Background: an optimization exercise with open tools, aiming at small area, a short achievable clock period and few clock cycles per item. Do not read the settings as production practice.
In this exercise RTL edits were held to simulation tests only and were not proved equivalent to the original.
Power and IR drop assume default switching activity.

## flow/run.sh

```bash
#!/bin/bash
# Layout flow: the standard flow (standard.sh, unchanged synthesis and
# steps) with two settings changed on make's command line:
#  - the port buffers that buffer_ports inserts are buf_4 cells, not its
#    default pick (a slow delay buffer);
set -euo pipefail
sed 's|"\${@:-finish}"|"BUFFER_PORTS_ARGS=-buffer_cell sky130_fd_sc_hd__buf_4" SETUP_SLACK_MARGIN=5.5 "${@:-finish}"|' \
   standard.sh > standard_own.sh
grep -q 'SETUP_SLACK_MARGIN=5.5' standard_own.sh
bash standard_own.sh > flow.log 2>&1
```

## standard.sh

```bash
#!/bin/bash
# synth_recipe.tcl (not shown) runs the flow's synth.tcl, then flattens the netlist and writes it again
# the make line also repeats each setting of config.mk as NAME=value (left out here)
make -C /OpenROAD-flow-scripts/flow DESIGN_CONFIG=/design/flow/config.mk WORK_HOME=/design/flow/orfs CLKGATE_MAP_FILE= SYNTH_SCRIPT=/design/flow/synth_recipe.tcl "${@:-finish}"
```

## design.v

```verilog
package wave_gen_pkg;
   localparam logic [1:0] WAVE_SINE  = 2'd0;
   localparam logic [1:0] WAVE_PULSE = 2'd1;
   localparam logic [1:0] WAVE_TRI   = 2'd2;
   localparam logic [1:0] WAVE_SAW   = 2'd3;
   typedef enum logic [1:0] {
      ST_IDLE  = 2'd0,
      ST_ISSUE = 2'd1,
      ST_DRAIN = 2'd2,
      ST_DONE  = 2'd3
   } wg_state_t;
   localparam logic [1:0] RST_WAVE = WAVE_SINE;
   localparam int         RST_STEP = 0;
   localparam int         RST_MIN  = 0;
   localparam logic [6:0] RST_DUTY = 7'd50;
   localparam logic [6:0] DUTY_MAX = 7'd100;
endpackage
module sine_lut #(
   parameter int DW = 12
) (
   input  logic [9:0]    phase_i,
   output logic [DW-1:0] u_o
);
   logic [7:0]    idx;
   logic [DW-2:0] e_sel;
   assign idx = phase_i[8] ? ~phase_i[7:0] : phase_i[7:0];
   sine_rom u_rom (
      .idx_i (idx),
      .e_o   (e_sel)
   );
   assign u_o = {~phase_i[9], e_sel ^ {(DW-1){phase_i[9]}}};
endmodule
module sine_rom (
   input  logic [7:0]  idx_i,
   output logic [10:0] e_o
);
   always_comb begin
      case (idx_i)
         8'd0: e_o = 11'd6;
         8'd1: e_o = 11'd19;
         8'd2: e_o = 11'd31;
         8'd3: e_o = 11'd44;
         8'd4: e_o = 11'd57;
         8'd5: e_o = 11'd69;
         8'd6: e_o = 11'd82;
         8'd7: e_o = 11'd94;
         8'd8: e_o = 11'd107;
         8'd9: e_o = 11'd119;
         8'd10: e_o = 11'd132;
         8'd11: e_o = 11'd144;
         8'd12: e_o = 11'd157;
         8'd13: e_o = 11'd169;
         8'd14: e_o = 11'd182;
         8'd15: e_o = 11'd194;
         8'd16: e_o = 11'd207;
         8'd17: e_o = 11'd219;
         8'd18: e_o = 11'd232;
         8'd19: e_o = 11'd244;
         8'd20: e_o = 11'd257;
         8'd21: e_o = 11'd269;
         8'd22: e_o = 11'd282;
         8'd23: e_o = 11'd294;
         8'd24: e_o = 11'd307;
         8'd25: e_o = 11'd319;
         8'd26: e_o = 11'd331;
         8'd27: e_o = 11'd344;
         8'd28: e_o = 11'd356;
         8'd29: e_o = 11'd369;
         8'd30: e_o = 11'd381;
         8'd31: e_o = 11'd393;
         8'd32: e_o = 11'd406;
         8'd33: e_o = 11'd418;
         8'd34: e_o = 11'd430;
         8'd35: e_o = 11'd442;
         8'd36: e_o = 11'd455;
         8'd37: e_o = 11'd467;
         8'd38: e_o = 11'd479;
         8'd39: e_o = 11'd491;
         8'd40: e_o = 11'd503;
         8'd41: e_o = 11'd516;
         8'd42: e_o = 11'd528;
         8'd43: e_o = 11'd540;
         8'd44: e_o = 11'd552;
         8'd45: e_o = 11'd564;
         8'd46: e_o = 11'd576;
         8'd47: e_o = 11'd588;
         8'd48: e_o = 11'd600;
         8'd49: e_o = 11'd612;
         8'd50: e_o = 11'd624;
         8'd51: e_o = 11'd636;
         8'd52: e_o = 11'd648;
         8'd53: e_o = 11'd660;
         8'd54: e_o = 11'd672;
         8'd55: e_o = 11'd684;
         8'd56: e_o = 11'd696;
         8'd57: e_o = 11'd707;
         8'd58: e_o = 11'd719;
         8'd59: e_o = 11'd731;
         8'd60: e_o = 11'd743;
         8'd61: e_o = 11'd754;
         8'd62: e_o = 11'd766;
         8'd63: e_o = 11'd778;
         8'd64: e_o = 11'd789;
         8'd65: e_o = 11'd801;
         8'd66: e_o = 11'd812;
         8'd67: e_o = 11'd824;
         8'd68: e_o = 11'd835;
         8'd69: e_o = 11'd847;
         8'd70: e_o = 11'd858;
         8'd71: e_o = 11'd870;
         8'd72: e_o = 11'd881;
         8'd73: e_o = 11'd892;
         8'd74: e_o = 11'd903;
         8'd75: e_o = 11'd915;
         8'd76: e_o = 11'd926;
         8'd77: e_o = 11'd937;
         8'd78: e_o = 11'd948;
         8'd79: e_o = 11'd959;
         8'd80: e_o = 11'd970;
         8'd81: e_o = 11'd982;
         8'd82: e_o = 11'd993;
         8'd83: e_o = 11'd1003;
         8'd84: e_o = 11'd1014;
         8'd85: e_o = 11'd1025;
         8'd86: e_o = 11'd1036;
         8'd87: e_o = 11'd1047;
         8'd88: e_o = 11'd1058;
         8'd89: e_o = 11'd1068;
         8'd90: e_o = 11'd1079;
         8'd91: e_o = 11'd1090;
         8'd92: e_o = 11'd1100;
         8'd93: e_o = 11'd1111;
         8'd94: e_o = 11'd1122;
         8'd95: e_o = 11'd1132;
         8'd96: e_o = 11'd1142;
         8'd97: e_o = 11'd1153;
         8'd98: e_o = 11'd1163;
         8'd99: e_o = 11'd1174;
         8'd100: e_o = 11'd1184;
         8'd101: e_o = 11'd1194;
         8'd102: e_o = 11'd1204;
         8'd103: e_o = 11'd1214;
         8'd104: e_o = 11'd1224;
         8'd105: e_o = 11'd1234;
         8'd106: e_o = 11'd1244;
         8'd107: e_o = 11'd1254;
         8'd108: e_o = 11'd1264;
         8'd109: e_o = 11'd1274;
         8'd110: e_o = 11'd1284;
         8'd111: e_o = 11'd1294;
         8'd112: e_o = 11'd1303;
         8'd113: e_o = 11'd1313;
         8'd114: e_o = 11'd1323;
         8'd115: e_o = 11'd1332;
         8'd116: e_o = 11'd1342;
         8'd117: e_o = 11'd1351;
         8'd118: e_o = 11'd1361;
         8'd119: e_o = 11'd1370;
         8'd120: e_o = 11'd1379;
         8'd121: e_o = 11'd1389;
         8'd122: e_o = 11'd1398;
         8'd123: e_o = 11'd1407;
         8'd124: e_o = 11'd1416;
         8'd125: e_o = 11'd1425;
         8'd126: e_o = 11'd1434;
         8'd127: e_o = 11'd1443;
         8'd128: e_o = 11'd1452;
         8'd129: e_o = 11'd1461;
         8'd130: e_o = 11'd1469;
         8'd131: e_o = 11'd1478;
         8'd132: e_o = 11'd1487;
         8'd133: e_o = 11'd1495;
         8'd134: e_o = 11'd1504;
         8'd135: e_o = 11'd1513;
         8'd136: e_o = 11'd1521;
         8'd137: e_o = 11'd1529;
         8'd138: e_o = 11'd1538;
         8'd139: e_o = 11'd1546;
         8'd140: e_o = 11'd1554;
         8'd141: e_o = 11'd1562;
         8'd142: e_o = 11'd1570;
         8'd143: e_o = 11'd1578;
         8'd144: e_o = 11'd1586;
         8'd145: e_o = 11'd1594;
         8'd146: e_o = 11'd1602;
         8'd147: e_o = 11'd1610;
         8'd148: e_o = 11'd1618;
         8'd149: e_o = 11'd1625;
         8'd150: e_o = 11'd1633;
         8'd151: e_o = 11'd1640;
         8'd152: e_o = 11'd1648;
         8'd153: e_o = 11'd1655;
         8'd154: e_o = 11'd1663;
         8'd155: e_o = 11'd1670;
         8'd156: e_o = 11'd1677;
         8'd157: e_o = 11'd1684;
         8'd158: e_o = 11'd1691;
         8'd159: e_o = 11'd1699;
         8'd160: e_o = 11'd1705;
         8'd161: e_o = 11'd1712;
         8'd162: e_o = 11'd1719;
         8'd163: e_o = 11'd1726;
         8'd164: e_o = 11'd1733;
         8'd165: e_o = 11'd1739;
         8'd166: e_o = 11'd1746;
         8'd167: e_o = 11'd1753;
         8'd168: e_o = 11'd1759;
         8'd169: e_o = 11'd1765;
         8'd170: e_o = 11'd1772;
         8'd171: e_o = 11'd1778;
         8'd172: e_o = 11'd1784;
         8'd173: e_o = 11'd1790;
         8'd174: e_o = 11'd1796;
         8'd175: e_o = 11'd1802;
         8'd176: e_o = 11'd1808;
         8'd177: e_o = 11'd1814;
         8'd178: e_o = 11'd1820;
         8'd179: e_o = 11'd1826;
         8'd180: e_o = 11'd1831;
         8'd181: e_o = 11'd1837;
         8'd182: e_o = 11'd1842;
         8'd183: e_o = 11'd1848;
         8'd184: e_o = 11'd1853;
         8'd185: e_o = 11'd1858;
         8'd186: e_o = 11'd1864;
         8'd187: e_o = 11'd1869;
         8'd188: e_o = 11'd1874;
         8'd189: e_o = 11'd1879;
         8'd190: e_o = 11'd1884;
         8'd191: e_o = 11'd1889;
         8'd192: e_o = 11'd1894;
         8'd193: e_o = 11'd1898;
         8'd194: e_o = 11'd1903;
         8'd195: e_o = 11'd1908;
         8'd196: e_o = 11'd1912;
         8'd197: e_o = 11'd1917;
         8'd198: e_o = 11'd1921;
         8'd199: e_o = 11'd1925;
         8'd200: e_o = 11'd1929;
         8'd201: e_o = 11'd1934;
         8'd202: e_o = 11'd1938;
         8'd203: e_o = 11'd1942;
         8'd204: e_o = 11'd1946;
         8'd205: e_o = 11'd1950;
         8'd206: e_o = 11'd1953;
         8'd207: e_o = 11'd1957;
         8'd208: e_o = 11'd1961;
         8'd209: e_o = 11'd1964;
         8'd210: e_o = 11'd1968;
         8'd211: e_o = 11'd1971;
         8'd212: e_o = 11'd1975;
         8'd213: e_o = 11'd1978;
         8'd214: e_o = 11'd1981;
         8'd215: e_o = 11'd1984;
         8'd216: e_o = 11'd1987;
         8'd217: e_o = 11'd1990;
         8'd218: e_o = 11'd1993;
         8'd219: e_o = 11'd1996;
         8'd220: e_o = 11'd1999;
         8'd221: e_o = 11'd2001;
         8'd222: e_o = 11'd2004;
         8'd223: e_o = 11'd2006;
         8'd224: e_o = 11'd2009;
         8'd225: e_o = 11'd2011;
         8'd226: e_o = 11'd2014;
         8'd227: e_o = 11'd2016;
         8'd228: e_o = 11'd2018;
         8'd229: e_o = 11'd2020;
         8'd230: e_o = 11'd2022;
         8'd231: e_o = 11'd2024;
         8'd232: e_o = 11'd2026;
         8'd233: e_o = 11'd2028;
         8'd234: e_o = 11'd2029;
         8'd235: e_o = 11'd2031;
         8'd236: e_o = 11'd2032;
         8'd237: e_o = 11'd2034;
         8'd238: e_o = 11'd2035;
         8'd239: e_o = 11'd2037;
         8'd240: e_o = 11'd2038;
         8'd241: e_o = 11'd2039;
         8'd242: e_o = 11'd2040;
         8'd243: e_o = 11'd2041;
         8'd244: e_o = 11'd2042;
         8'd245: e_o = 11'd2043;
         8'd246: e_o = 11'd2044;
         8'd247: e_o = 11'd2044;
         8'd248: e_o = 11'd2045;
         8'd249: e_o = 11'd2045;
         8'd250: e_o = 11'd2046;
         8'd251: e_o = 11'd2046;
         8'd252: e_o = 11'd2047;
         8'd253: e_o = 11'd2047;
         8'd254: e_o = 11'd2047;
         8'd255: e_o = 11'd2047;
         default: e_o = 11'd0;
      endcase
   end
endmodule
module wave_gen_multi #(
   parameter int NCH = 2,
   parameter int DW  = 12,
   parameter int PW  = 24,
   localparam int CHW = (NCH > 1) ? $clog2(NCH) : 1
) (
   input  logic              CLOCK,
   input  logic              RESET,
   input  logic              tick,
   input  logic [NCH-1:0]    enable,
   input  logic              cfg_valid,
   output logic              cfg_ready,
   input  logic [CHW-1:0]    cfg_ch,
   input  logic [1:0]        cfg_wave,
   input  logic [PW-1:0]     cfg_step,
   input  logic [DW-1:0]     cfg_min,
   input  logic [DW-1:0]     cfg_max,
   input  logic [6:0]        cfg_duty,
   output logic              cfg_err,
   output logic [NCH*DW-1:0] sample,
   output logic              sample_valid,
   output logic              overrun
);
   assign cfg_ready = 1'b1;
   logic [PW-1:0]  phase_q    [NCH];
   logic [1:0]     act_wave_q [NCH];
   logic [PW-1:0]  act_step_q [NCH];
   logic [DW-1:0]  act_min_q  [NCH];
   logic [DW-1:0]  act_rng_q  [NCH];
   logic [10:0]    act_thr_q  [NCH];
   logic [1:0]     sh_wave_q  [NCH];
   logic [PW-1:0]  sh_step_q  [NCH];
   logic [DW-1:0]  sh_min_q   [NCH];
   logic [DW-1:0]  sh_rng_q   [NCH];
   logic [10:0]    sh_thr_q   [NCH];
   logic [NCH-1:0] sh_set_q;
   logic          cfg_acc;
   logic          cfg_bad;
   assign cfg_acc  = cfg_valid && cfg_ready;
   assign cfg_bad  = (cfg_min > cfg_max) || (cfg_duty > wave_gen_pkg::DUTY_MAX) ||
                     (int'(cfg_ch) >= NCH);
   logic           in_tick_q;
   logic           in_cfg_q;
   logic [NCH-1:0] in_en_q;
   logic [CHW-1:0] in_ch_q;
   logic [1:0]     in_wave_q;
   logic [PW-1:0]  in_step_q;
   logic [DW-1:0]  in_min_q;
   logic [DW-1:0]  in_rng_q;
   logic [6:0]     in_duty_q;
   always_ff @(posedge CLOCK) begin
      in_en_q   <= enable;
      in_ch_q   <= cfg_ch;
      in_wave_q <= cfg_wave;
      in_step_q <= cfg_step;
      in_min_q  <= cfg_min;
      in_rng_q  <= cfg_max - cfg_min;
      in_duty_q <= cfg_duty;
   end
   logic          cfg_wr;
   logic [DW-1:0] cfg_rng;
   logic [10:0]   cfg_thr;
   assign cfg_wr   = in_cfg_q && !cfg_err_q;
   assign cfg_rng  = in_rng_q;
   function automatic logic [10:0] duty_thr(input int d);
      duty_thr = 11'((d * 1024 + 99) / 100);
   endfunction
   logic [10:0] thr_rom [128];
   for (genvar g = 0; g < 128; g++) begin : g_thr
      localparam logic [10:0] THR = duty_thr(g);
      assign thr_rom[g] = THR;
   end
   assign cfg_thr = thr_rom[in_duty_q];
   logic sample_valid_q;
   logic cfg_err_q;
   logic overrun_q;
   logic tick_acc;
   assign tick_acc = in_tick_q;
   logic [DW-1:0]  u_d    [NCH];
   logic [PW:0]    sum_w  [NCH];
   for (genvar c = 0; c < NCH; c++) begin : g_lane
      logic [PW-1:0] p;
      logic [DW-1:0] tri_t;
      logic          pulse_hi;
      logic [DW-1:0] lut_u;
      assign p     = phase_q[c];
      assign tri_t = p[PW-2 -: DW];
      assign sum_w[c] = {1'b0, p} + {1'b0, act_step_q[c]};
      sine_lut #(.DW(DW)) u_sine_lut (
         .phase_i (p[PW-1 -: 10]),
         .u_o     (lut_u)
      );
      always_comb begin
         pulse_hi = 11'(p[PW-1 -: 10]) < act_thr_q[c];
         case (act_wave_q[c])
            wave_gen_pkg::WAVE_SAW:   u_d[c] = p[PW-1 -: DW];
            wave_gen_pkg::WAVE_TRI:   u_d[c] = p[PW-1] ? ~tri_t : tri_t;
            wave_gen_pkg::WAVE_PULSE: u_d[c] = pulse_hi ? '1 : '0;
            default:                  u_d[c] = lut_u;
         endcase
         if (!in_en_q[c]) begin
            u_d[c] = '0;
         end
      end
   end
   logic [DW-1:0]  s1_u_q   [NCH];
   logic [DW-1:0]  s1_min_q [NCH];
   logic [DW-1:0]  s1_rng_q [NCH];
   logic           s1_valid_q;
   logic           s2_valid_q;
   always_ff @(posedge CLOCK) begin
      for (int c = 0; c < NCH; c++) begin
         s1_u_q[c]   <= u_d[c];
         s1_min_q[c] <= act_min_q[c];
         s1_rng_q[c] <= act_rng_q[c];
      end
   end
   logic [2*DW-1:0] s2_s_q   [NCH];
   logic [2*DW-1:0] s2_c_q   [NCH];
   for (genvar c = 0; c < NCH; c++) begin : g_mul
      logic [2*DW-1:0] ms;
      logic [2*DW-1:0] mc;
      csa_mul u_mul (
         .a (s1_rng_q[c]),
         .b (s1_u_q[c]),
         .m (s1_min_q[c]),
         .s (ms),
         .c (mc)
      );
      always_ff @(posedge CLOCK) begin
         s2_s_q[c]   <= ms;
         s2_c_q[c]   <= mc;
      end
   end
   logic [NCH*DW-1:0] sample_q;
   always_ff @(posedge CLOCK) begin
      for (int c = 0; c < NCH; c++) begin
         sample_q[c*DW +: DW] <= DW'((s2_s_q[c] + s2_c_q[c]) >> DW);
      end
   end
   always_ff @(posedge CLOCK) begin
      for (int c = 0; c < NCH; c++) begin
         if (cfg_wr && (in_ch_q == CHW'(c))) begin
            sh_wave_q[c] <= in_wave_q;
            sh_step_q[c] <= in_step_q;
            sh_min_q[c]  <= in_min_q;
            sh_rng_q[c]  <= cfg_rng;
            sh_thr_q[c]  <= cfg_thr;
         end
      end
   end
   always_ff @(posedge CLOCK or posedge RESET) begin
      if (RESET) begin
         for (int c = 0; c < NCH; c++) begin
            phase_q[c]    <= '0;
            act_wave_q[c] <= wave_gen_pkg::RST_WAVE;
            act_step_q[c] <= PW'(wave_gen_pkg::RST_STEP);
            act_min_q[c]  <= DW'(wave_gen_pkg::RST_MIN);
            act_rng_q[c]  <= '1;
            act_thr_q[c]  <= duty_thr(int'(wave_gen_pkg::RST_DUTY));
         end
         in_tick_q      <= 1'b0;
         in_cfg_q       <= 1'b0;
         sh_set_q       <= '0;
         s1_valid_q     <= 1'b0;
         s2_valid_q     <= 1'b0;
         sample_valid_q <= 1'b0;
         cfg_err_q      <= 1'b0;
         overrun_q      <= 1'b0;
      end else begin
         for (int c = 0; c < NCH; c++) begin
            if (tick_acc) begin
               if (in_en_q[c]) begin
                  phase_q[c] <= sum_w[c][PW-1:0];
                  if (sum_w[c][PW] && sh_set_q[c]) begin
                     act_wave_q[c] <= sh_wave_q[c];
                     act_step_q[c] <= sh_step_q[c];
                     act_min_q[c]  <= sh_min_q[c];
                     act_rng_q[c]  <= sh_rng_q[c];
                     act_thr_q[c]  <= sh_thr_q[c];
                  end
               end else begin
                  phase_q[c] <= '0;
               end
            end
            if (cfg_wr && (in_ch_q == CHW'(c))) begin
               sh_set_q[c] <= 1'b1;
               if (!in_en_q[c]) begin
                  act_wave_q[c] <= in_wave_q;
                  act_step_q[c] <= in_step_q;
                  act_min_q[c]  <= in_min_q;
                  act_rng_q[c]  <= cfg_rng;
                  act_thr_q[c]  <= cfg_thr;
               end
            end
         end
         in_tick_q      <= tick && cfg_ready;
         in_cfg_q       <= cfg_acc;
         s1_valid_q     <= tick_acc;
         s2_valid_q     <= s1_valid_q;
         sample_valid_q <= s2_valid_q;
         cfg_err_q      <= cfg_acc && cfg_bad;
         if (tick && !cfg_ready) begin
            overrun_q <= 1'b1;
         end
      end
   end
   assign sample       = sample_q;
   assign sample_valid = sample_valid_q;
   assign cfg_err      = cfg_err_q;
   assign overrun      = overrun_q;
endmodule
module csa_mul (
   input  logic [11:0] a,
   input  logic [11:0] b,
   input  logic [11:0] m,
   output logic [23:0] s,
   output logic [23:0] c
);
   logic pp1;
   logic pp2;
   logic pp3;
   logic pp4;
   logic pp5;
   logic pp6;
   logic pp7;
   logic pp8;
   logic pp9;
   logic pp10;
   logic pp11;
   logic pp12;
   logic pp13;
   logic pp14;
   logic pp15;
   logic pp16;
   logic pp17;
   logic pp18;
   logic pp19;
   logic pp20;
   logic pp21;
   logic pp22;
   logic pp23;
   logic pp24;
   logic pp25;
   logic pp26;
   logic pp27;
   logic pp28;
   logic pp29;
   logic pp30;
   logic pp31;
   logic pp32;
   logic pp33;
   logic pp34;
   logic pp35;
   logic pp36;
   logic pp37;
   logic pp38;
   logic pp39;
   logic pp40;
   logic pp41;
   logic pp42;
   logic pp43;
   logic pp44;
   logic pp45;
   logic pp46;
   logic pp47;
   logic pp48;
   logic pp49;
   logic pp50;
   logic pp51;
   logic pp52;
   logic pp53;
   logic pp54;
   logic pp55;
   logic pp56;
   logic pp57;
   logic pp58;
   logic pp59;
   logic pp60;
   logic pp61;
   logic pp62;
   logic pp63;
   logic pp64;
   logic pp65;
   logic pp66;
   logic pp67;
   logic pp68;
   logic pp69;
   logic pp70;
   logic pp71;
   logic pp72;
   logic pp73;
   logic pp74;
   logic pp75;
   logic pp76;
   logic pp77;
   logic pp78;
   logic pp79;
   logic pp80;
   logic pp81;
   logic pp82;
   logic pp83;
   logic pp84;
   logic pp85;
   logic pp86;
   logic pp87;
   logic pp88;
   logic pp89;
   logic pp90;
   logic pp91;
   logic pp92;
   logic pp93;
   logic pp94;
   logic pp95;
   logic pp96;
   logic pp97;
   logic pp98;
   logic pp99;
   logic pp100;
   logic pp101;
   logic pp102;
   logic pp103;
   logic pp104;
   logic pp105;
   logic pp106;
   logic pp107;
   logic pp108;
   logic pp109;
   logic pp110;
   logic pp111;
   logic pp112;
   logic pp113;
   logic pp114;
   logic pp115;
   logic pp116;
   logic pp117;
   logic pp118;
   logic pp119;
   logic pp120;
   logic pp121;
   logic pp122;
   logic pp123;
   logic pp124;
   logic pp125;
   logic pp126;
   logic pp127;
   logic pp128;
   logic pp129;
   logic pp130;
   logic pp131;
   logic pp132;
   logic pp133;
   logic pp134;
   logic pp135;
   logic pp136;
   logic pp137;
   logic pp138;
   logic pp139;
   logic pp140;
   logic pp141;
   logic pp142;
   logic pp143;
   logic pp144;
   logic s145;
   logic c146;
   logic s147;
   logic c148;
   logic s149;
   logic c150;
   logic s151;
   logic c152;
   logic s153;
   logic c154;
   logic s155;
   logic c156;
   logic s157;
   logic c158;
   logic s159;
   logic c160;
   logic s161;
   logic c162;
   logic s163;
   logic c164;
   logic s165;
   logic c166;
   logic s167;
   logic c168;
   logic s169;
   logic c170;
   logic s171;
   logic c172;
   logic s173;
   logic c174;
   logic s175;
   logic c176;
   logic s177;
   logic c178;
   logic s179;
   logic c180;
   logic s181;
   logic c182;
   logic s183;
   logic c184;
   logic s185;
   logic c186;
   logic s187;
   logic c188;
   logic s189;
   logic c190;
   logic s191;
   logic c192;
   logic s193;
   logic c194;
   logic s195;
   logic c196;
   logic s197;
   logic c198;
   logic s199;
   logic c200;
   logic s201;
   logic c202;
   logic s203;
   logic c204;
   logic s205;
   logic c206;
   logic s207;
   logic c208;
   logic s209;
   logic c210;
   logic s211;
   logic c212;
   logic s213;
   logic c214;
   logic s215;
   logic c216;
   logic s217;
   logic c218;
   logic s219;
   logic c220;
   logic s221;
   logic c222;
   logic s223;
   logic c224;
   logic s225;
   logic c226;
   logic s227;
   logic c228;
   logic s229;
   logic c230;
   logic s231;
   logic c232;
   logic s233;
   logic c234;
   logic s235;
   logic c236;
   logic s237;
   logic c238;
   logic s239;
   logic c240;
   logic s241;
   logic c242;
   logic s243;
   logic c244;
   logic s245;
   logic c246;
   logic s247;
   logic c248;
   logic s249;
   logic c250;
   logic s251;
   logic c252;
   logic s253;
   logic c254;
   logic s255;
   logic c256;
   logic s257;
   logic c258;
   logic s259;
   logic c260;
   logic s261;
   logic c262;
   logic s263;
   logic c264;
   logic s265;
   logic c266;
   logic s267;
   logic c268;
   logic s269;
   logic c270;
   logic s271;
   logic c272;
   logic s273;
   logic c274;
   logic s275;
   logic c276;
   logic s277;
   logic c278;
   logic s279;
   logic c280;
   logic s281;
   logic c282;
   logic s283;
   logic c284;
   logic s285;
   logic c286;
   logic s287;
   logic c288;
   logic s289;
   logic c290;
   logic s291;
   logic c292;
   logic s293;
   logic c294;
   logic s295;
   logic c296;
   logic s297;
   logic c298;
   logic s299;
   logic c300;
   logic s301;
   logic c302;
   logic s303;
   logic c304;
   logic s305;
   logic c306;
   logic s307;
   logic c308;
   logic s309;
   logic c310;
   logic s311;
   logic c312;
   logic s313;
   logic c314;
   logic s315;
   logic c316;
   logic s317;
   logic c318;
   logic s319;
   logic c320;
   logic s321;
   logic c322;
   logic s323;
   logic c324;
   logic s325;
   logic c326;
   logic s327;
   logic c328;
   logic s329;
   logic c330;
   logic s331;
   logic c332;
   logic s333;
   logic c334;
   logic s335;
   logic c336;
   logic s337;
   logic c338;
   logic s339;
   logic c340;
   logic s341;
   logic c342;
   logic s343;
   logic c344;
   logic s345;
   logic c346;
   logic s347;
   logic c348;
   logic s349;
   logic c350;
   logic s351;
   logic c352;
   logic s353;
   logic c354;
   logic s355;
   logic c356;
   logic s357;
   logic c358;
   logic s359;
   logic c360;
   logic s361;
   logic c362;
   logic s363;
   logic c364;
   logic s365;
   logic c366;
   logic s367;
   logic c368;
   logic s369;
   logic c370;
   logic s371;
   logic c372;
   logic s373;
   logic c374;
   logic s375;
   logic c376;
   logic s377;
   logic c378;
   logic s379;
   logic c380;
   logic s381;
   logic c382;
   logic s383;
   logic c384;
   logic s385;
   logic c386;
   logic s387;
   logic c388;
   logic s389;
   logic c390;
   logic s391;
   logic c392;
   logic s393;
   logic c394;
   logic s395;
   logic c396;
   logic s397;
   logic c398;
   logic s399;
   logic c400;
   logic s401;
   logic c402;
   logic s403;
   logic c404;
   logic s405;
   logic c406;
   logic s407;
   logic c408;
   assign pp1 = a[0] & b[0];
   assign pp2 = a[0] & b[1];
   assign pp3 = a[0] & b[2];
   assign pp4 = a[0] & b[3];
   assign pp5 = a[0] & b[4];
   assign pp6 = a[0] & b[5];
   assign pp7 = a[0] & b[6];
   assign pp8 = a[0] & b[7];
   assign pp9 = a[0] & b[8];
   assign pp10 = a[0] & b[9];
   assign pp11 = a[0] & b[10];
   assign pp12 = a[0] & b[11];
   assign pp13 = a[1] & b[0];
   assign pp14 = a[1] & b[1];
   assign pp15 = a[1] & b[2];
   assign pp16 = a[1] & b[3];
   assign pp17 = a[1] & b[4];
   assign pp18 = a[1] & b[5];
   assign pp19 = a[1] & b[6];
   assign pp20 = a[1] & b[7];
   assign pp21 = a[1] & b[8];
   assign pp22 = a[1] & b[9];
   assign pp23 = a[1] & b[10];
   assign pp24 = a[1] & b[11];
   assign pp25 = a[2] & b[0];
   assign pp26 = a[2] & b[1];
   assign pp27 = a[2] & b[2];
   assign pp28 = a[2] & b[3];
   assign pp29 = a[2] & b[4];
   assign pp30 = a[2] & b[5];
   assign pp31 = a[2] & b[6];
   assign pp32 = a[2] & b[7];
   assign pp33 = a[2] & b[8];
   assign pp34 = a[2] & b[9];
   assign pp35 = a[2] & b[10];
   assign pp36 = a[2] & b[11];
   assign pp37 = a[3] & b[0];
   assign pp38 = a[3] & b[1];
   assign pp39 = a[3] & b[2];
   assign pp40 = a[3] & b[3];
   assign pp41 = a[3] & b[4];
   assign pp42 = a[3] & b[5];
   assign pp43 = a[3] & b[6];
   assign pp44 = a[3] & b[7];
   assign pp45 = a[3] & b[8];
   assign pp46 = a[3] & b[9];
   assign pp47 = a[3] & b[10];
   assign pp48 = a[3] & b[11];
   assign pp49 = a[4] & b[0];
   assign pp50 = a[4] & b[1];
   assign pp51 = a[4] & b[2];
   assign pp52 = a[4] & b[3];
   assign pp53 = a[4] & b[4];
   assign pp54 = a[4] & b[5];
   assign pp55 = a[4] & b[6];
   assign pp56 = a[4] & b[7];
   assign pp57 = a[4] & b[8];
   assign pp58 = a[4] & b[9];
   assign pp59 = a[4] & b[10];
   assign pp60 = a[4] & b[11];
   assign pp61 = a[5] & b[0];
   assign pp62 = a[5] & b[1];
   assign pp63 = a[5] & b[2];
   assign pp64 = a[5] & b[3];
   assign pp65 = a[5] & b[4];
   assign pp66 = a[5] & b[5];
   assign pp67 = a[5] & b[6];
   assign pp68 = a[5] & b[7];
   assign pp69 = a[5] & b[8];
   assign pp70 = a[5] & b[9];
   assign pp71 = a[5] & b[10];
   assign pp72 = a[5] & b[11];
   assign pp73 = a[6] & b[0];
   assign pp74 = a[6] & b[1];
   assign pp75 = a[6] & b[2];
   assign pp76 = a[6] & b[3];
   assign pp77 = a[6] & b[4];
   assign pp78 = a[6] & b[5];
   assign pp79 = a[6] & b[6];
   assign pp80 = a[6] & b[7];
   assign pp81 = a[6] & b[8];
   assign pp82 = a[6] & b[9];
   assign pp83 = a[6] & b[10];
   assign pp84 = a[6] & b[11];
   assign pp85 = a[7] & b[0];
   assign pp86 = a[7] & b[1];
   assign pp87 = a[7] & b[2];
   assign pp88 = a[7] & b[3];
   assign pp89 = a[7] & b[4];
   assign pp90 = a[7] & b[5];
   assign pp91 = a[7] & b[6];
   assign pp92 = a[7] & b[7];
   assign pp93 = a[7] & b[8];
   assign pp94 = a[7] & b[9];
   assign pp95 = a[7] & b[10];
   assign pp96 = a[7] & b[11];
   assign pp97 = a[8] & b[0];
   assign pp98 = a[8] & b[1];
   assign pp99 = a[8] & b[2];
   assign pp100 = a[8] & b[3];
   assign pp101 = a[8] & b[4];
   assign pp102 = a[8] & b[5];
   assign pp103 = a[8] & b[6];
   assign pp104 = a[8] & b[7];
   assign pp105 = a[8] & b[8];
   assign pp106 = a[8] & b[9];
   assign pp107 = a[8] & b[10];
   assign pp108 = a[8] & b[11];
   assign pp109 = a[9] & b[0];
   assign pp110 = a[9] & b[1];
   assign pp111 = a[9] & b[2];
   assign pp112 = a[9] & b[3];
   assign pp113 = a[9] & b[4];
   assign pp114 = a[9] & b[5];
   assign pp115 = a[9] & b[6];
   assign pp116 = a[9] & b[7];
   assign pp117 = a[9] & b[8];
   assign pp118 = a[9] & b[9];
   assign pp119 = a[9] & b[10];
   assign pp120 = a[9] & b[11];
   assign pp121 = a[10] & b[0];
   assign pp122 = a[10] & b[1];
   assign pp123 = a[10] & b[2];
   assign pp124 = a[10] & b[3];
   assign pp125 = a[10] & b[4];
   assign pp126 = a[10] & b[5];
   assign pp127 = a[10] & b[6];
   assign pp128 = a[10] & b[7];
   assign pp129 = a[10] & b[8];
   assign pp130 = a[10] & b[9];
   assign pp131 = a[10] & b[10];
   assign pp132 = a[10] & b[11];
   assign pp133 = a[11] & b[0];
   assign pp134 = a[11] & b[1];
   assign pp135 = a[11] & b[2];
   assign pp136 = a[11] & b[3];
   assign pp137 = a[11] & b[4];
   assign pp138 = a[11] & b[5];
   assign pp139 = a[11] & b[6];
   assign pp140 = a[11] & b[7];
   assign pp141 = a[11] & b[8];
   assign pp142 = a[11] & b[9];
   assign pp143 = a[11] & b[10];
   assign pp144 = a[11] & b[11];
   assign s145 = pp9 ^ pp20;
   assign c146 = pp9 & pp20;
   assign s147 = pp10 ^ pp21 ^ pp32;
   assign c148 = (pp10 & pp21) | (pp10 & pp32) | (pp21 & pp32);
   assign s149 = pp43 ^ pp54;
   assign c150 = pp43 & pp54;
   assign s151 = pp11 ^ pp22 ^ pp33;
   assign c152 = (pp11 & pp22) | (pp11 & pp33) | (pp22 & pp33);
   assign s153 = pp44 ^ pp55 ^ pp66;
   assign c154 = (pp44 & pp55) | (pp44 & pp66) | (pp55 & pp66);
   assign s155 = pp77 ^ pp88;
   assign c156 = pp77 & pp88;
   assign s157 = pp12 ^ pp23 ^ pp34;
   assign c158 = (pp12 & pp23) | (pp12 & pp34) | (pp23 & pp34);
   assign s159 = pp45 ^ pp56 ^ pp67;
   assign c160 = (pp45 & pp56) | (pp45 & pp67) | (pp56 & pp67);
   assign s161 = pp78 ^ pp89 ^ pp100;
   assign c162 = (pp78 & pp89) | (pp78 & pp100) | (pp89 & pp100);
   assign s163 = pp111 ^ pp122;
   assign c164 = pp111 & pp122;
   assign s165 = pp24 ^ pp35 ^ pp46;
   assign c166 = (pp24 & pp35) | (pp24 & pp46) | (pp35 & pp46);
   assign s167 = pp57 ^ pp68 ^ pp79;
   assign c168 = (pp57 & pp68) | (pp57 & pp79) | (pp68 & pp79);
   assign s169 = pp90 ^ pp101 ^ pp112;
   assign c170 = (pp90 & pp101) | (pp90 & pp112) | (pp101 & pp112);
   assign s171 = pp123 ^ pp134;
   assign c172 = pp123 & pp134;
   assign s173 = pp36 ^ pp47 ^ pp58;
   assign c174 = (pp36 & pp47) | (pp36 & pp58) | (pp47 & pp58);
   assign s175 = pp69 ^ pp80 ^ pp91;
   assign c176 = (pp69 & pp80) | (pp69 & pp91) | (pp80 & pp91);
   assign s177 = pp102 ^ pp113 ^ pp124;
   assign c178 = (pp102 & pp113) | (pp102 & pp124) | (pp113 & pp124);
   assign s179 = pp48 ^ pp59 ^ pp70;
   assign c180 = (pp48 & pp59) | (pp48 & pp70) | (pp59 & pp70);
   assign s181 = pp81 ^ pp92 ^ pp103;
   assign c182 = (pp81 & pp92) | (pp81 & pp103) | (pp92 & pp103);
   assign s183 = pp60 ^ pp71 ^ pp82;
   assign c184 = (pp60 & pp71) | (pp60 & pp82) | (pp71 & pp82);
   assign s185 = pp6 ^ pp17;
   assign c186 = pp6 & pp17;
   assign s187 = pp7 ^ pp18 ^ pp29;
   assign c188 = (pp7 & pp18) | (pp7 & pp29) | (pp18 & pp29);
   assign s189 = pp40 ^ pp51;
   assign c190 = pp40 & pp51;
   assign s191 = pp8 ^ pp19 ^ pp30;
   assign c192 = (pp8 & pp19) | (pp8 & pp30) | (pp19 & pp30);
   assign s193 = pp41 ^ pp52 ^ pp63;
   assign c194 = (pp41 & pp52) | (pp41 & pp63) | (pp52 & pp63);
   assign s195 = pp74 ^ pp85;
   assign c196 = pp74 & pp85;
   assign s197 = s145 ^ pp31 ^ pp42;
   assign c198 = (s145 & pp31) | (s145 & pp42) | (pp31 & pp42);
   assign s199 = pp53 ^ pp64 ^ pp75;
   assign c200 = (pp53 & pp64) | (pp53 & pp75) | (pp64 & pp75);
   assign s201 = pp86 ^ pp97 ^ b[8];
   assign c202 = (pp86 & pp97) | (pp86 & b[8]) | (pp97 & b[8]);
   assign s203 = s147 ^ s149 ^ pp65;
   assign c204 = (s147 & s149) | (s147 & pp65) | (s149 & pp65);
   assign s205 = pp76 ^ pp87 ^ pp98;
   assign c206 = (pp76 & pp87) | (pp76 & pp98) | (pp87 & pp98);
   assign s207 = pp109 ^ b[9] ^ c146;
   assign c208 = (pp109 & b[9]) | (pp109 & c146) | (b[9] & c146);
   assign s209 = s151 ^ s153 ^ s155;
   assign c210 = (s151 & s153) | (s151 & s155) | (s153 & s155);
   assign s211 = pp99 ^ pp110 ^ pp121;
   assign c212 = (pp99 & pp110) | (pp99 & pp121) | (pp110 & pp121);
   assign s213 = b[10] ^ c148 ^ c150;
   assign c214 = (b[10] & c148) | (b[10] & c150) | (c148 & c150);
   assign s215 = s157 ^ s159 ^ s161;
   assign c216 = (s157 & s159) | (s157 & s161) | (s159 & s161);
   assign s217 = s163 ^ pp133 ^ b[11];
   assign c218 = (s163 & pp133) | (s163 & b[11]) | (pp133 & b[11]);
   assign s219 = c152 ^ c154 ^ c156;
   assign c220 = (c152 & c154) | (c152 & c156) | (c154 & c156);
   assign s221 = s165 ^ s167 ^ s169;
   assign c222 = (s165 & s167) | (s165 & s169) | (s167 & s169);
   assign s223 = s171 ^ m[0] ^ c158;
   assign c224 = (s171 & m[0]) | (s171 & c158) | (m[0] & c158);
   assign s225 = c160 ^ c162 ^ c164;
   assign c226 = (c160 & c162) | (c160 & c164) | (c162 & c164);
   assign s227 = s173 ^ s175 ^ s177;
   assign c228 = (s173 & s175) | (s173 & s177) | (s175 & s177);
   assign s229 = pp135 ^ m[1] ^ c166;
   assign c230 = (pp135 & m[1]) | (pp135 & c166) | (m[1] & c166);
   assign s231 = c168 ^ c170 ^ c172;
   assign c232 = (c168 & c170) | (c168 & c172) | (c170 & c172);
   assign s233 = s179 ^ s181 ^ pp114;
   assign c234 = (s179 & s181) | (s179 & pp114) | (s181 & pp114);
   assign s235 = pp125 ^ pp136 ^ m[2];
   assign c236 = (pp125 & pp136) | (pp125 & m[2]) | (pp136 & m[2]);
   assign s237 = c174 ^ c176 ^ c178;
   assign c238 = (c174 & c176) | (c174 & c178) | (c176 & c178);
   assign s239 = s183 ^ pp93 ^ pp104;
   assign c240 = (s183 & pp93) | (s183 & pp104) | (pp93 & pp104);
   assign s241 = pp115 ^ pp126 ^ pp137;
   assign c242 = (pp115 & pp126) | (pp115 & pp137) | (pp126 & pp137);
   assign s243 = m[3] ^ c180 ^ c182;
   assign c244 = (m[3] & c180) | (m[3] & c182) | (c180 & c182);
   assign s245 = pp72 ^ pp83 ^ pp94;
   assign c246 = (pp72 & pp83) | (pp72 & pp94) | (pp83 & pp94);
   assign s247 = pp105 ^ pp116 ^ pp127;
   assign c248 = (pp105 & pp116) | (pp105 & pp127) | (pp116 & pp127);
   assign s249 = pp138 ^ m[4] ^ c184;
   assign c250 = (pp138 & m[4]) | (pp138 & c184) | (m[4] & c184);
   assign s251 = pp84 ^ pp95 ^ pp106;
   assign c252 = (pp84 & pp95) | (pp84 & pp106) | (pp95 & pp106);
   assign s253 = pp117 ^ pp128 ^ pp139;
   assign c254 = (pp117 & pp128) | (pp117 & pp139) | (pp128 & pp139);
   assign s255 = pp96 ^ pp107 ^ pp118;
   assign c256 = (pp96 & pp107) | (pp96 & pp118) | (pp107 & pp118);
   assign s257 = pp4 ^ pp15;
   assign c258 = pp4 & pp15;
   assign s259 = pp5 ^ pp16 ^ pp27;
   assign c260 = (pp5 & pp16) | (pp5 & pp27) | (pp16 & pp27);
   assign s261 = pp38 ^ pp49;
   assign c262 = pp38 & pp49;
   assign s263 = s185 ^ pp28 ^ pp39;
   assign c264 = (s185 & pp28) | (s185 & pp39) | (pp28 & pp39);
   assign s265 = pp50 ^ pp61 ^ b[5];
   assign c266 = (pp50 & pp61) | (pp50 & b[5]) | (pp61 & b[5]);
   assign s267 = s187 ^ s189 ^ pp62;
   assign c268 = (s187 & s189) | (s187 & pp62) | (s189 & pp62);
   assign s269 = pp73 ^ b[6] ^ c186;
   assign c270 = (pp73 & b[6]) | (pp73 & c186) | (b[6] & c186);
   assign s271 = s191 ^ s193 ^ s195;
   assign c272 = (s191 & s193) | (s191 & s195) | (s193 & s195);
   assign s273 = b[7] ^ c188 ^ c190;
   assign c274 = (b[7] & c188) | (b[7] & c190) | (c188 & c190);
   assign s275 = s197 ^ s199 ^ s201;
   assign c276 = (s197 & s199) | (s197 & s201) | (s199 & s201);
   assign s277 = c192 ^ c194 ^ c196;
   assign c278 = (c192 & c194) | (c192 & c196) | (c194 & c196);
   assign s279 = s203 ^ s205 ^ s207;
   assign c280 = (s203 & s205) | (s203 & s207) | (s205 & s207);
   assign s281 = c198 ^ c200 ^ c202;
   assign c282 = (c198 & c200) | (c198 & c202) | (c200 & c202);
   assign s283 = s209 ^ s211 ^ s213;
   assign c284 = (s209 & s211) | (s209 & s213) | (s211 & s213);
   assign s285 = c204 ^ c206 ^ c208;
   assign c286 = (c204 & c206) | (c204 & c208) | (c206 & c208);
   assign s287 = s215 ^ s217 ^ s219;
   assign c288 = (s215 & s217) | (s215 & s219) | (s217 & s219);
   assign s289 = c210 ^ c212 ^ c214;
   assign c290 = (c210 & c212) | (c210 & c214) | (c212 & c214);
   assign s291 = s221 ^ s223 ^ s225;
   assign c292 = (s221 & s223) | (s221 & s225) | (s223 & s225);
   assign s293 = c216 ^ c218 ^ c220;
   assign c294 = (c216 & c218) | (c216 & c220) | (c218 & c220);
   assign s295 = s227 ^ s229 ^ s231;
   assign c296 = (s227 & s229) | (s227 & s231) | (s229 & s231);
   assign s297 = c222 ^ c224 ^ c226;
   assign c298 = (c222 & c224) | (c222 & c226) | (c224 & c226);
   assign s299 = s233 ^ s235 ^ s237;
   assign c300 = (s233 & s235) | (s233 & s237) | (s235 & s237);
   assign s301 = c228 ^ c230 ^ c232;
   assign c302 = (c228 & c230) | (c228 & c232) | (c230 & c232);
   assign s303 = s239 ^ s241 ^ s243;
   assign c304 = (s239 & s241) | (s239 & s243) | (s241 & s243);
   assign s305 = c234 ^ c236 ^ c238;
   assign c306 = (c234 & c236) | (c234 & c238) | (c236 & c238);
   assign s307 = s245 ^ s247 ^ s249;
   assign c308 = (s245 & s247) | (s245 & s249) | (s247 & s249);
   assign s309 = c240 ^ c242 ^ c244;
   assign c310 = (c240 & c242) | (c240 & c244) | (c242 & c244);
   assign s311 = s251 ^ s253 ^ m[5];
   assign c312 = (s251 & s253) | (s251 & m[5]) | (s253 & m[5]);
   assign s313 = c246 ^ c248 ^ c250;
   assign c314 = (c246 & c248) | (c246 & c250) | (c248 & c250);
   assign s315 = s255 ^ pp129 ^ pp140;
   assign c316 = (s255 & pp129) | (s255 & pp140) | (pp129 & pp140);
   assign s317 = m[6] ^ c252 ^ c254;
   assign c318 = (m[6] & c252) | (m[6] & c254) | (c252 & c254);
   assign s319 = pp108 ^ pp119 ^ pp130;
   assign c320 = (pp108 & pp119) | (pp108 & pp130) | (pp119 & pp130);
   assign s321 = pp141 ^ m[7] ^ c256;
   assign c322 = (pp141 & m[7]) | (pp141 & c256) | (m[7] & c256);
   assign s323 = pp120 ^ pp131 ^ pp142;
   assign c324 = (pp120 & pp131) | (pp120 & pp142) | (pp131 & pp142);
   assign s325 = pp3 ^ pp14;
   assign c326 = pp3 & pp14;
   assign s327 = s257 ^ pp26 ^ pp37;
   assign c328 = (s257 & pp26) | (s257 & pp37) | (pp26 & pp37);
   assign s329 = s259 ^ s261 ^ b[4];
   assign c330 = (s259 & s261) | (s259 & b[4]) | (s261 & b[4]);
   assign s331 = s263 ^ s265 ^ c260;
   assign c332 = (s263 & s265) | (s263 & c260) | (s265 & c260);
   assign s333 = s267 ^ s269 ^ c264;
   assign c334 = (s267 & s269) | (s267 & c264) | (s269 & c264);
   assign s335 = s271 ^ s273 ^ c268;
   assign c336 = (s271 & s273) | (s271 & c268) | (s273 & c268);
   assign s337 = s275 ^ s277 ^ c272;
   assign c338 = (s275 & s277) | (s275 & c272) | (s277 & c272);
   assign s339 = s279 ^ s281 ^ c276;
   assign c340 = (s279 & s281) | (s279 & c276) | (s281 & c276);
   assign s341 = s283 ^ s285 ^ c280;
   assign c342 = (s283 & s285) | (s283 & c280) | (s285 & c280);
   assign s343 = s287 ^ s289 ^ c284;
   assign c344 = (s287 & s289) | (s287 & c284) | (s289 & c284);
   assign s345 = s291 ^ s293 ^ c288;
   assign c346 = (s291 & s293) | (s291 & c288) | (s293 & c288);
   assign s347 = s295 ^ s297 ^ c292;
   assign c348 = (s295 & s297) | (s295 & c292) | (s297 & c292);
   assign s349 = s299 ^ s301 ^ c296;
   assign c350 = (s299 & s301) | (s299 & c296) | (s301 & c296);
   assign s351 = s303 ^ s305 ^ c300;
   assign c352 = (s303 & s305) | (s303 & c300) | (s305 & c300);
   assign s353 = s307 ^ s309 ^ c304;
   assign c354 = (s307 & s309) | (s307 & c304) | (s309 & c304);
   assign s355 = s311 ^ s313 ^ c308;
   assign c356 = (s311 & s313) | (s311 & c308) | (s313 & c308);
   assign s357 = s315 ^ s317 ^ c312;
   assign c358 = (s315 & s317) | (s315 & c312) | (s317 & c312);
   assign s359 = s319 ^ s321 ^ c316;
   assign c360 = (s319 & s321) | (s319 & c316) | (s321 & c316);
   assign s361 = s323 ^ m[8] ^ c320;
   assign c362 = (s323 & m[8]) | (s323 & c320) | (m[8] & c320);
   assign s363 = pp132 ^ pp143 ^ m[9];
   assign c364 = (pp132 & pp143) | (pp132 & m[9]) | (pp143 & m[9]);
   assign s365 = pp2 ^ pp13;
   assign c366 = pp2 & pp13;
   assign s367 = s325 ^ pp25 ^ b[2];
   assign c368 = (s325 & pp25) | (s325 & b[2]) | (pp25 & b[2]);
   assign s369 = s327 ^ b[3] ^ c326;
   assign c370 = (s327 & b[3]) | (s327 & c326) | (b[3] & c326);
   assign s371 = s329 ^ c258 ^ c328;
   assign c372 = (s329 & c258) | (s329 & c328) | (c258 & c328);
   assign s373 = s331 ^ c262 ^ c330;
   assign c374 = (s331 & c262) | (s331 & c330) | (c262 & c330);
   assign s375 = s333 ^ c266 ^ c332;
   assign c376 = (s333 & c266) | (s333 & c332) | (c266 & c332);
   assign s377 = s335 ^ c270 ^ c334;
   assign c378 = (s335 & c270) | (s335 & c334) | (c270 & c334);
   assign s379 = s337 ^ c274 ^ c336;
   assign c380 = (s337 & c274) | (s337 & c336) | (c274 & c336);
   assign s381 = s339 ^ c278 ^ c338;
   assign c382 = (s339 & c278) | (s339 & c338) | (c278 & c338);
   assign s383 = s341 ^ c282 ^ c340;
   assign c384 = (s341 & c282) | (s341 & c340) | (c282 & c340);
   assign s385 = s343 ^ c286 ^ c342;
   assign c386 = (s343 & c286) | (s343 & c342) | (c286 & c342);
   assign s387 = s345 ^ c290 ^ c344;
   assign c388 = (s345 & c290) | (s345 & c344) | (c290 & c344);
   assign s389 = s347 ^ c294 ^ c346;
   assign c390 = (s347 & c294) | (s347 & c346) | (c294 & c346);
   assign s391 = s349 ^ c298 ^ c348;
   assign c392 = (s349 & c298) | (s349 & c348) | (c298 & c348);
   assign s393 = s351 ^ c302 ^ c350;
   assign c394 = (s351 & c302) | (s351 & c350) | (c302 & c350);
   assign s395 = s353 ^ c306 ^ c352;
   assign c396 = (s353 & c306) | (s353 & c352) | (c306 & c352);
   assign s397 = s355 ^ c310 ^ c354;
   assign c398 = (s355 & c310) | (s355 & c354) | (c310 & c354);
   assign s399 = s357 ^ c314 ^ c356;
   assign c400 = (s357 & c314) | (s357 & c356) | (c314 & c356);
   assign s401 = s359 ^ c318 ^ c358;
   assign c402 = (s359 & c318) | (s359 & c358) | (c318 & c358);
   assign s403 = s361 ^ c322 ^ c360;
   assign c404 = (s361 & c322) | (s361 & c360) | (c322 & c360);
   assign s405 = s363 ^ c324 ^ c362;
   assign c406 = (s363 & c324) | (s363 & c362) | (c324 & c362);
   assign s407 = pp144 ^ m[10] ^ c364;
   assign c408 = (pp144 & m[10]) | (pp144 & c364) | (m[10] & c364);
   assign s[0] = pp1;
   assign c[0] = b[0];
   assign s[1] = s365;
   assign c[1] = b[1];
   assign s[2] = s367;
   assign c[2] = c366;
   assign s[3] = s369;
   assign c[3] = c368;
   assign s[4] = s371;
   assign c[4] = c370;
   assign s[5] = s373;
   assign c[5] = c372;
   assign s[6] = s375;
   assign c[6] = c374;
   assign s[7] = s377;
   assign c[7] = c376;
   assign s[8] = s379;
   assign c[8] = c378;
   assign s[9] = s381;
   assign c[9] = c380;
   assign s[10] = s383;
   assign c[10] = c382;
   assign s[11] = s385;
   assign c[11] = c384;
   assign s[12] = s387;
   assign c[12] = c386;
   assign s[13] = s389;
   assign c[13] = c388;
   assign s[14] = s391;
   assign c[14] = c390;
   assign s[15] = s393;
   assign c[15] = c392;
   assign s[16] = s395;
   assign c[16] = c394;
   assign s[17] = s397;
   assign c[17] = c396;
   assign s[18] = s399;
   assign c[18] = c398;
   assign s[19] = s401;
   assign c[19] = c400;
   assign s[20] = s403;
   assign c[20] = c402;
   assign s[21] = s405;
   assign c[21] = c404;
   assign s[22] = s407;
   assign c[22] = c406;
   assign s[23] = m[11];
   assign c[23] = c408;
endmodule
module wave_gen_top (
   input  logic         CLOCK,
   input  logic         RESET,
   input  logic         tick,
   input  logic [5:0]   enable,
   input  logic         cfg_valid,
   output logic         cfg_ready,
   input  logic [2:0]   cfg_ch,
   input  logic [1:0]   cfg_wave,
   input  logic [23:0]  cfg_step,
   input  logic [11:0]  cfg_min,
   input  logic [11:0]  cfg_max,
   input  logic [6:0]   cfg_duty,
   output logic         cfg_err,
   output logic [71:0]  sample,
   output logic         sample_valid,
   output logic         overrun
);
   wave_gen_multi #(.NCH(6), .DW(12), .PW(24)) u_gen (
      .CLOCK        (CLOCK),
      .RESET        (RESET),
      .tick         (tick),
      .enable       (enable),
      .cfg_valid    (cfg_valid),
      .cfg_ready    (cfg_ready),
      .cfg_ch       (cfg_ch),
      .cfg_wave     (cfg_wave),
      .cfg_step     (cfg_step),
      .cfg_min      (cfg_min),
      .cfg_max      (cfg_max),
      .cfg_duty     (cfg_duty),
      .cfg_err      (cfg_err),
      .sample       (sample),
      .sample_valid (sample_valid),
      .overrun      (overrun)
   );
endmodule
```

## constraint.sdc

```tcl
create_clock -name core_clock -period 9.0 [get_ports {CLOCK}]
set_input_delay 1.8000 -clock core_clock [delete_from_list [all_inputs] [get_ports {CLOCK}]]
set_output_delay 1.8000 -clock core_clock [all_outputs]
set_load 0.01 [all_outputs]
```

## config.mk

```make
export PLATFORM = sky130hd
export DESIGN_NAME = wave_gen_top
export DESIGN_NICKNAME = wave_gen_top
export VERILOG_FILES = /design/flow/design.v
export SDC_FILE = /design/flow/constraint.sdc
export NUM_CORES = 4
export LEC_CHECK = 0
export CAP_MARGIN = 20
export CORE_MARGIN = 2
export CORE_UTILIZATION = 40
export SLEW_MARGIN = 20
```

==> run summary <==
[cell usage in the layout, fill, tap and decap left out, types with 163 or more instances in the layout]
master | synthesis | layout
dfrtp_1 | 444 | 420
nand2_1 | 1005 | 988
ha_1 | 498 | 439
clkbuf_16 | 0 | 199
o21ai_0 | 492 | 471
edfxtp_1 | 366 | 366
nand3_1 | 163 | 163
o22ai_1 | 402 | 401
fa_1 | 727 | 725
buf_4 | 8 | 514
xnor2_1 | 191 | 183
inv_1 | 1083 | 1056
and2_1 | 471 | 468
dfxtp_1 | 642 | 506
a211oi_1 | 241 | 231
a21oi_1 | 801 | 796
nor3_1 | 416 | 411
nor2_1 | 919 | 894
[synthesized netlist by cell type, types with 163 or more instances]
| cell | count |
|---|---|
| a211oi_1 | 241 |
| o21ai_0 | 492 |
| dfrtp_1 | 444 |
| xnor2_1 | 191 |
| nand3_1 | 163 |
| buf_2 | 163 |
| nand2_1 | 1005 |
| and2_1 | 471 |
| nor2_1 | 919 |
| dfxtp_1 | 642 |
| ha_1 | 498 |
| a21oi_1 | 801 |
| o22ai_1 | 402 |
| clkbuf_1 | 622 |
| edfxtp_1 | 366 |
| nor3_1 | 416 |
| fa_1 | 727 |
| inv_1 | 1083 |
[layer usage]
metal / up-vias / GRT usage / wire length [microns]
met3: 965 / 0.0495 / 36600
li1: 41700 / - / -
met5: - / 0 / 0
met2: 4925 / 0.411 / 171000
met4: 0 / 0.128 / 19700
met1: 47200 / 0.380 / 167000
[registers in the layout (all words and copies together) (netlist names), 24 cells and up]
| signal | flops |
|---|---|
| u_gen.phase_q | 144 |
| u_gen.s2_s_q | 144 |
| u_gen.s1_rng_q | 72 |
| u_gen.sh_step_q | 144 |
| u_gen.act_thr_q | 66 |
| u_gen.s1_min_q | 72 |
| u_gen.s1_u_q | 72 |
| u_gen.act_step_q | 144 |
| u_gen.act_rng_q | 72 |
| u_gen.act_min_q | 72 |
| u_gen.s2_c_q | 144 |
| u_gen.in_step_q | 24 |
| u_gen.sample_q | 72 |
| u_gen.sh_rng_q | 72 |
| u_gen.sh_thr_q | 66 |
| u_gen.sh_min_q | 72 |
[what timing repair did]
action / 4_1_cts / 5_1_grt
cloned: 16 / 16
resized for setup: 457 / 262
endpoints found under the setup margin: 543 / 465
hold buffers: 0 / 0
buffers inserted: 96 / 158
pin swaps: 12 / 64
[through the flow]
step / util / hold WS (ns) / total power, W / cells / setup WS, ns
after floorplan: - / 0.310 / 0.0193 / 11900 / 0.171
after global placement: 0.416 / 0.315 / 0.0237 / 15000 / 4.40
after detailed placement: 0.416 / 0.318 / 0.0239 / 15000 / 4.34
after CTS: 0.448 / 0.293 / 0.0320 / 15400 / 5.45
after global routing: 0.458 / 0.318 / 0.0349 / 15600 / 5.40
final: 0.458 / 0.313 / 0.0326 / 15600 / 5.47
[where the power goes]
| part | switching (W) | leakage (nW) | internal, W | total (W) |
|---|---|---|---|---|
| Clock | 0.00306 | 2.99 | 0.00449 | 0.00755 |
| Combinational | 0.00949 | 33.9 | 0.00617 | 0.0157 |
| Sequential | 0.00117 | 15.2 | 0.00824 | 0.00941 |
[critical path: cells and delay by family (launching register included)]
family / cells / cell delay, ns
buf+inv: 5 / 1.56
simple gates: 3 / 0.82
compound gates: 2 / 0.37
flops: 1 / 0.34
[final timing paths]
path	from	end
max	u_gen.in_duty_q[3]$_DFF_P_	u_gen.sh_thr_q[5][0]$_DFFE_PP_
min	u_gen.act_min_q[5][1]$_DFF_PP0_	u_gen.s1_min_q[5][1]$_DFF_P_
max reg2reg	u_gen.in_duty_q[3]$_DFF_P_	u_gen.sh_thr_q[5][0]$_DFFE_PP_
min reg2reg	u_gen.act_min_q[5][1]$_DFF_PP0_	u_gen.s1_min_q[5][1]$_DFF_P_
max in group asynchronous	RESET	u_gen.act_min_q[5][1]$_DFF_PP0_
min in group asynchronous	RESET	u_gen.act_step_q[1][1]$_DFF_PP0_
[cell families (layout without fill, tap and decap cells)]
| group | count (synthesis) | after routing | share of synthesized area |
|---|---|---|---|
| and+or+nand+nor | 3433 | 3434 | 0.148 |
| AOI/OAI and AO/OA | 3275 | 3278 | 0.202 |
| buffers and inverters | 2003 | 2070 | 0.0723 |
| DFF | 1530 | 1530 | 0.342 |
| adders and majority gates | 1227 | 1227 | 0.192 |
| xor gates and xnor gates | 363 | 365 | 0.0310 |
| muxes | 100 | 100 | 0.0125 |
| other | 2 | 19 | 0.0000693 |
[cell type report]
cell class | instances | share of cell area
Clock inverter | 79 | 0.00748
Multi-Input combinational cell | 8406 | 0.529
Sequential cell | 1530 | 0.303
Inverter | 1111 | 0.0349
Timing Repair inverter | 2 | 0.0000809
Clock buffer | 247 | 0.0415
Timing Repair Buffer | 631 | 0.0484
Antenna cell | 17 | 0.000344
Tap cell | 3570 | 0.0361
==> results.json <==
{
  "synth-edff-count": 366,
  "drv_slew": 0,
  "cts_root_buf": "clkbuf_16",
  "ys_ff_latch": 1530,
  "drtIter0Drc": 10600,
  "cp_common_cell": "buf_4",
  "hp-class": "flip-flop to flip-flop",
  "required_ns": 9.43,
  "yosysTopAreaCell": "fa_1",
  "critPathCaptureType": "flip-flop",
  "drt_pass1_iterations": 6,
  "grt_pass1_wl_microns": 588000,
  "r2r_cells": 10,
  "grt_use_total": 0.273,
  "ir_drop_mv": 0.236,
  "tightest_slew_ns": 1.34,
  "coreArea_sq_mm": 0.270,
  "yosysTopAreaCellShare": 0.134,
  "cts_tree": "yes",
  "final_hold_viol_count": 0,
  "worstPathCellList": "buf_8 > clkinvlp_4 > buf_4 > nand2_1 > o32ai_1 > a22oi_1 > nand4_1 > nor4_2 > buf_4 > inv_1",
  "synthTopCellsByArea": "fa_1 13%, dfxtp_1 12%, dfrtp_1 10%, edfxtp_1 10%, ha_1 5.8%",
  "skew_ns": 0.0726,
  "postSynthAreaPerCell_sq_um": 9.08,
  "synthesis.nets": 13200,
  "fp-row-count": 191,
  "grt_max_degree": 151,
  "viasPerCell": 6.08,
  "dieArea_sq_mm": 0.275,
  "place_congestion": 0.977,
  "antenna_found_initial": 20,
  "grt_pass1_vias": 93100,
  "clkTransAtPathRegs_ns": 0.06,
  "syn_inst": 11900,
  "wirelength_microns": 394000,
  "multi_input_area_sq_mm": 0.0654,
  "crit_path_start_kind": "flip-flop",
  "seq_area_frac_synth": 0.342,
  "fin_setup_tns_ns": 0,
  "setup-violations-final": 0,
  "rsz0062_at_grt": "true",
  "routedWlPerCell_microns": 25.2,
  "area_growth_pct": 14.2,
  "finalCriticalPeriod_ns": 3.53,
  "io_buffers": 143,
  "power.leakage_nw": 52.2,
  "status": "no timing/DRC/antenna violations",
  "die_x_microns": 524,
  "fmax_mhz": 284,
  "arrival_ns": 3.95,
  "antenna_left": 0,
  "route.detailed.drc": 0,
  "die_h_microns": 524,
  "r2r_slack_ns": 5.47,
  "vias": 94800,
  "fin_crit_sh": 0.392,
  "cts_sinks": 1530,
  "cap_violations": 0,
  "power.density_mw_per_mm2": 264,
  "io_pins": 146,
  "hold_depth": 0,
  "yosysWarningCount": 40,
  "critical-path-max-stage-delay_ns": 0.42,
  "layout.nets": 13200,
  "dp_hpwl_microns": 261000,
  "place_area_sq_mm": 0.112,
  "finalInstanceArea_sq_mm": 0.124,
  "cp_slowest_cell": "nor4_2",
  "slew_headroom": 0.104,
  "grt-ovfl-total": 0,
  "path_max_fanout": 56,
  "regArea_sq_mm": 0.0374,
  "synth.cell_area_sq_mm": 0.108,
  "ys_types": 101,
  "clk_latency_ns": 0.86,
  "synthArstFlopShare": 0.341,
  "synth_flop_cell": "dfxtp_1",
  "cts_inserted_buffers": 180,
  "layout-drive-gt1-share": 0.133,
  "cts_buffer_depth": 4,
  "crit_type": "flip-flop to flip-flop",
  "cts-htree-levels": 4,
  "initial_core_util": 0.401,
  "fillers": 25500
}
Testbench counts, summed over its fixed seeds: cycles 7,062, items 5,628.

-- separate check: timing with driven ports --
Ports are ideal in the flow. The routed layout listed here was re-timed in OpenROAD.
Step 1: set_driving_cell puts a clkbuf_16 on CLOCK and a buf_2 on each other input, an assumption about the parent block.
Step 2, shift: input delay + t, output delay - t, t = (earliest + latest rising clock arrival at the registers) / 2. This alone moves slack from input paths to output paths.
Three values: ideal ports, drivers, drivers and shift; two values: the first two.
shift t [ns]: 0.928
setup WS [ns]: 5.473 / 5.473 / 4.803
worst setup path after step 2: input to register
worst slew at a driven data input, ns: 0.20
After both steps setup and hold are still met in this run. The setup slack of this run moves by 0.000 ns with the drivers and by -0.670 ns with both steps.
